Background: an optimization exercise with open tools, aiming at small area and a short achievable clock period. Do not read the settings as production practice. Function was checked by simulation only, so behaviour that the tests miss may differ from the original. Power figures rest on the tool's default switching activity, not on a simulated workload.

==> flow/design.v <==
package ahb3lite_pkg;
    typedef enum logic [1:0] {
        IDLE   = 2'b00,
        BUSY   = 2'b01,
        NONSEQ = 2'b10,
        SEQ    = 2'b11
    } HTRANS_state;
    typedef enum logic [2:0] {
        S_IDLE,
        S_WAIT,
        S_DATA,
        S_ERR1,
        S_ERR2
    } slave_state_t;
    localparam logic HRESP_OKAY  = 1'b0;
    localparam logic HRESP_ERROR = 1'b1;
endpackage
module ahb3lite_mem_bit (
    input  logic clk_i,
    input  logic we_i,
    input  logic hold_i,    
    input  logic d_i,
    output logic next_o     
);
    logic q;
    assign next_o = (we_i & d_i) | (hold_i & q);
    always_ff @(posedge clk_i) begin
        q <= next_o;
    end
endmodule
module ahb3lite_oai22 (
    input  logic [1:0] sn_i,
    input  logic [1:0] d_i,
    output logic       y_no
);
    assign y_no = !(&(sn_i | d_i));
endmodule
module ahb3lite_rd_bit (
    input  logic [63:0] sel_ni,
    input  logic [63:0] bits_i,
    output logic        bit_o
);
    logic [31:0] grp_n;
    for (genvar g = 0; g < 32; g++) begin : g_oai
        ahb3lite_oai22 u_oai (
            .sn_i (sel_ni[2*g +: 2]),
            .d_i  (bits_i[2*g +: 2]),
            .y_no (grp_n[g])
        );
    end
    assign bit_o = !(|grp_n);
endmodule
module ahb3lite_sp_ram (
    input  logic        clk_i,
    input  logic [7:0]  whi_i,     
    input  logic [7:0]  wlo_i,     
    input  logic [31:0] wdata_i,
    input  logic [5:0]  raddr_i,
    output logic [31:0] rdata_o    
);
    logic [63:0] wsel;
    logic [63:0] whold;
    logic [63:0] rsel_n;
    logic [63:0] bits [32];    
    always_comb begin
        for (int w = 0; w < 64; w++) begin
            wsel[w]  = whi_i[w / 8] && wlo_i[w % 8];
            whold[w] = !wsel[w];
            rsel_n[w] = (raddr_i != 6'(w));
        end
    end
    for (genvar w = 0; w < 64; w++) begin : g_word
        for (genvar b = 0; b < 32; b++) begin : g_bit
            ahb3lite_mem_bit u_bit (
                .clk_i  (clk_i),
                .we_i   (wsel[w]),
                .hold_i (whold[w]),
                .d_i    (wdata_i[b]),
                .next_o (bits[b][w])
            );
        end
    end
    for (genvar b = 0; b < 32; b++) begin : g_rd
        ahb3lite_rd_bit u_rd (
            .sel_ni (rsel_n),
            .bits_i (bits[b]),
            .bit_o  (rdata_o[b])
        );
    end
endmodule
module ahb3lite_tap_flag (
    input  logic clk_i,
    input  logic rst_i,
    input  logic d_i,
    output logic q_o
);
    always_ff @(posedge clk_i or posedge rst_i) begin
        if (rst_i) begin
            q_o <= 1'b0;
        end else begin
            q_o <= d_i;
        end
    end
endmodule
module ahb3lite_mem_slave (
    input  logic        HCLK,
    input  logic        HRESET,
    input  logic        HSEL,
    input  logic [31:0] HADDR,
    input  logic [1:0]  HTRANS,
    input  logic        HWRITE,
    input  logic [31:0] HWDATA,
    input  logic        HREADY,
    output logic        HREADYOUT,
    output logic        HRESP,
    output logic [31:0] HRDATA,
    output logic [31:0] mem_WR_addr,
    output logic        mem_write_flag,
    output logic [31:0] HWDATA_toMem,
    output logic [15:0] wr_count
);
    logic        ready_q;    
    logic        resp_q;     
    logic [3:0]  flag_q;     
    logic [5:0]  waddr_q;    
    logic [7:0]  whi_q;      
    logic [7:0]  wlo_q;      
    logic [3:0]  rd_q;       
    logic [31:0] rdata_q;    
    logic [15:0] wr_count_q;
    logic        accept;
    logic        in_range;
    logic        err_start;
    logic        wr_start;
    logic        rd_start;
    logic        writing;
    logic [31:0] rdata_arr;
    assign in_range  = (HADDR[31:6] == 26'd0);
    assign accept    = HSEL && HREADY && ready_q && HTRANS[1];
    assign err_start = accept && !in_range;
    assign wr_start  = accept && in_range && HWRITE;
    assign rd_start  = accept && in_range && !HWRITE;
    assign writing   = |whi_q;
    always_ff @(posedge HCLK or posedge HRESET) begin
        if (HRESET) begin
            ready_q    <= 1'b1;
            resp_q     <= 1'b0;
            waddr_q    <= 6'd0;
            whi_q      <= 8'd0;
            wr_count_q <= 16'd0;
        end else begin
            ready_q    <= !err_start;
            resp_q     <= err_start || !ready_q;
            waddr_q    <= wr_start ? HADDR[5:0] : 6'd0;
            whi_q      <= wr_start ? (8'd1 << HADDR[5:3]) : 8'd0;
            wr_count_q <= wr_count_q + {15'd0, writing};
        end
    end
    for (genvar k = 0; k < 4; k++) begin : g_flag
        ahb3lite_tap_flag u_flag (
            .clk_i (HCLK),
            .rst_i (HRESET),
            .d_i   (wr_start),
            .q_o   (flag_q[k])
        );
    end
    for (genvar k = 0; k < 4; k++) begin : g_rdflag
        ahb3lite_tap_flag u_flag (
            .clk_i (HCLK),
            .rst_i (HRESET),
            .d_i   (rd_start),
            .q_o   (rd_q[k])
        );
    end
    always_ff @(posedge HCLK) begin
        wlo_q   <= 8'd1 << HADDR[2:0];
        rdata_q <= rdata_arr;
    end
    ahb3lite_sp_ram u_ram (
        .clk_i   (HCLK),
        .whi_i   (whi_q),
        .wlo_i   (wlo_q),
        .wdata_i (HWDATA),
        .raddr_i (HADDR[5:0]),
        .rdata_o (rdata_arr)
    );
    assign HREADYOUT      = ready_q;
    assign HRESP          = resp_q;
    for (genvar k = 0; k < 4; k++) begin : g_rd
        assign HRDATA[8*k +: 8] = rd_q[k] ? rdata_q[8*k +: 8] : 8'h0;
    end
    assign mem_write_flag = flag_q[0];
    assign mem_WR_addr    = {26'd0, waddr_q};
    for (genvar k = 0; k < 4; k++) begin : g_tap
        assign HWDATA_toMem[8*k +: 8] = flag_q[k] ? HWDATA[8*k +: 8] : 8'h0;
    end
    assign wr_count       = wr_count_q;
endmodule
==> flow/config.mk <==
export PLATFORM = sky130hd
export DESIGN_NAME = ahb3lite_mem_slave
export DESIGN_NICKNAME = ahb3lite_mem_slave
export VERILOG_FILES = /design/flow/design.v
export SDC_FILE = /design/flow/constraint.sdc
export NUM_CORES = 4
export LEC_CHECK = 0
export CAP_MARGIN = 20
export CORE_MARGIN = 2
export CORE_UTILIZATION = 40
export SETUP_SLACK_MARGIN = 2.5
export SLEW_MARGIN = 20
export SYNTH_HIERARCHICAL = 1
==> flow/constraint.sdc <==
create_clock -name core_clock -period 5.5 [get_ports {HCLK}]
set_input_delay 1.1000 -clock core_clock [delete_from_list [all_inputs] [get_ports {HCLK}]]
set_output_delay 1.1000 -clock core_clock [all_outputs]
set_load 0.01 [all_outputs]
standard.sh (not shown) runs the stock make flow with config.mk's settings and CLKGATE_MAP_FILE= SYNTH_SCRIPT=/design/flow/synth_recipe.tcl, a recipe that flattens the netlist after the stock synthesis.
==> flow/flow/run.sh <==
#!/bin/bash
# Own layout flow: the standard synthesis unchanged, then the standard
# layout with two changes:
#  - the resizer may change a cell's footprint when it repairs timing (the
#    platform default only resizes within the same footprint);
#  - clock tree synthesis clusters up to 20 flip-flops within 100 um per leaf
#    buffer and adds no dummy loads, which needs far fewer clock buffers.
# Each step's full output is in synth.log and layout.log here, and ORFS's own
# per-step logs are under orfs/logs/.
set -euo pipefail
bash standard.sh synth > synth.log 2>&1
bash standard.sh MATCH_CELL_FOOTPRINT=0 \
  "CTS_ARGS=-sink_clustering_enable -repair_clock_nets -dont_use_dummy_load -sink_clustering_size 20 -sink_clustering_max_diameter 100" \
  finish > layout.log 2>&1
The first run finished clean.
Next try:
--- a/flow/flow/run.sh
+++ b/flow/flow/run.sh
@@ -2,3 +2,3 @@
 # Own layout flow: the standard synthesis unchanged, then the standard
-# layout with two changes:
+# layout with three changes:
 #  - the resizer may change a cell's footprint when it repairs timing (the
@@ -6,3 +6,5 @@
 #  - clock tree synthesis clusters up to 20 flip-flops within 100 um per leaf
-#    buffer and adds no dummy loads, which needs far fewer clock buffers.
+#    buffer and adds no dummy loads, which needs far fewer clock buffers;
+#  - every input and output port still gets its own buffer, but a buf_2
+#    rather than the default delay-buffer cell.
 # Each step's full output is in synth.log and layout.log here, and ORFS's own
@@ -13,2 +15,3 @@
   "CTS_ARGS=-sink_clustering_enable -repair_clock_nets -dont_use_dummy_load -sink_clustering_size 20 -sink_clustering_max_diameter 100" \
+  "BUFFER_PORTS_ARGS=-buffer_cell sky130_fd_sc_hd__buf_2" \
   finish > layout.log 2>&1
--- a/flow/config.mk
+++ b/flow/config.mk
@@ -10,3 +10,3 @@
 export CORE_UTILIZATION = 40
-export SETUP_SLACK_MARGIN = 2.5
+export SETUP_SLACK_MARGIN = 2.3
 export SLEW_MARGIN = 20
What happened: Power went down by 1.2%. Register-to-register slack loses 0.20 ns. Final cell count went down by 1.3%. Clock-buffer cell count stays the same. Clock power went down by about 0.7%. Wire length went down by 10%. Global-route usage went down by 3.1 points. Synthesized area stays the same. Utilization went down by 2.0 points. Clock skew went down by 0.042 ns. Worst setup slack loses 0.20 ns.

port drivers added, routing unchanged:
The results above use ideal ports. As a check the final layouts listed here were re-extracted and re-timed, cells and wires unchanged.
Step 1 sets driving cells, clkbuf_16 on the clock port and buf_2 on the other inputs (assumed; they add their load-dependent delay and slew).
Step 2 moves the port delays by t, midway between the first and last clock arrival at a register: inputs arrive t later, outputs are due t later. That takes back most of the time a late clock gives input paths.
a / b / c = ideal / step 1 / step 2; a / b = the first two.
run | t (ns) | setup slack, ns | clock arrival spread, ns
the first run | 0.843 | 2.411 / 2.274 / 1.636 | 0.088 / 0.087
the second run | 0.855 | 2.207 / 2.207 / 1.431 | 0.044 / 0.044
After both steps setup and hold are still met in every run listed. For the second run, which loses most, drivers alone change the setup slack by 0.000 ns; drivers and shift together by -0.776 ns.
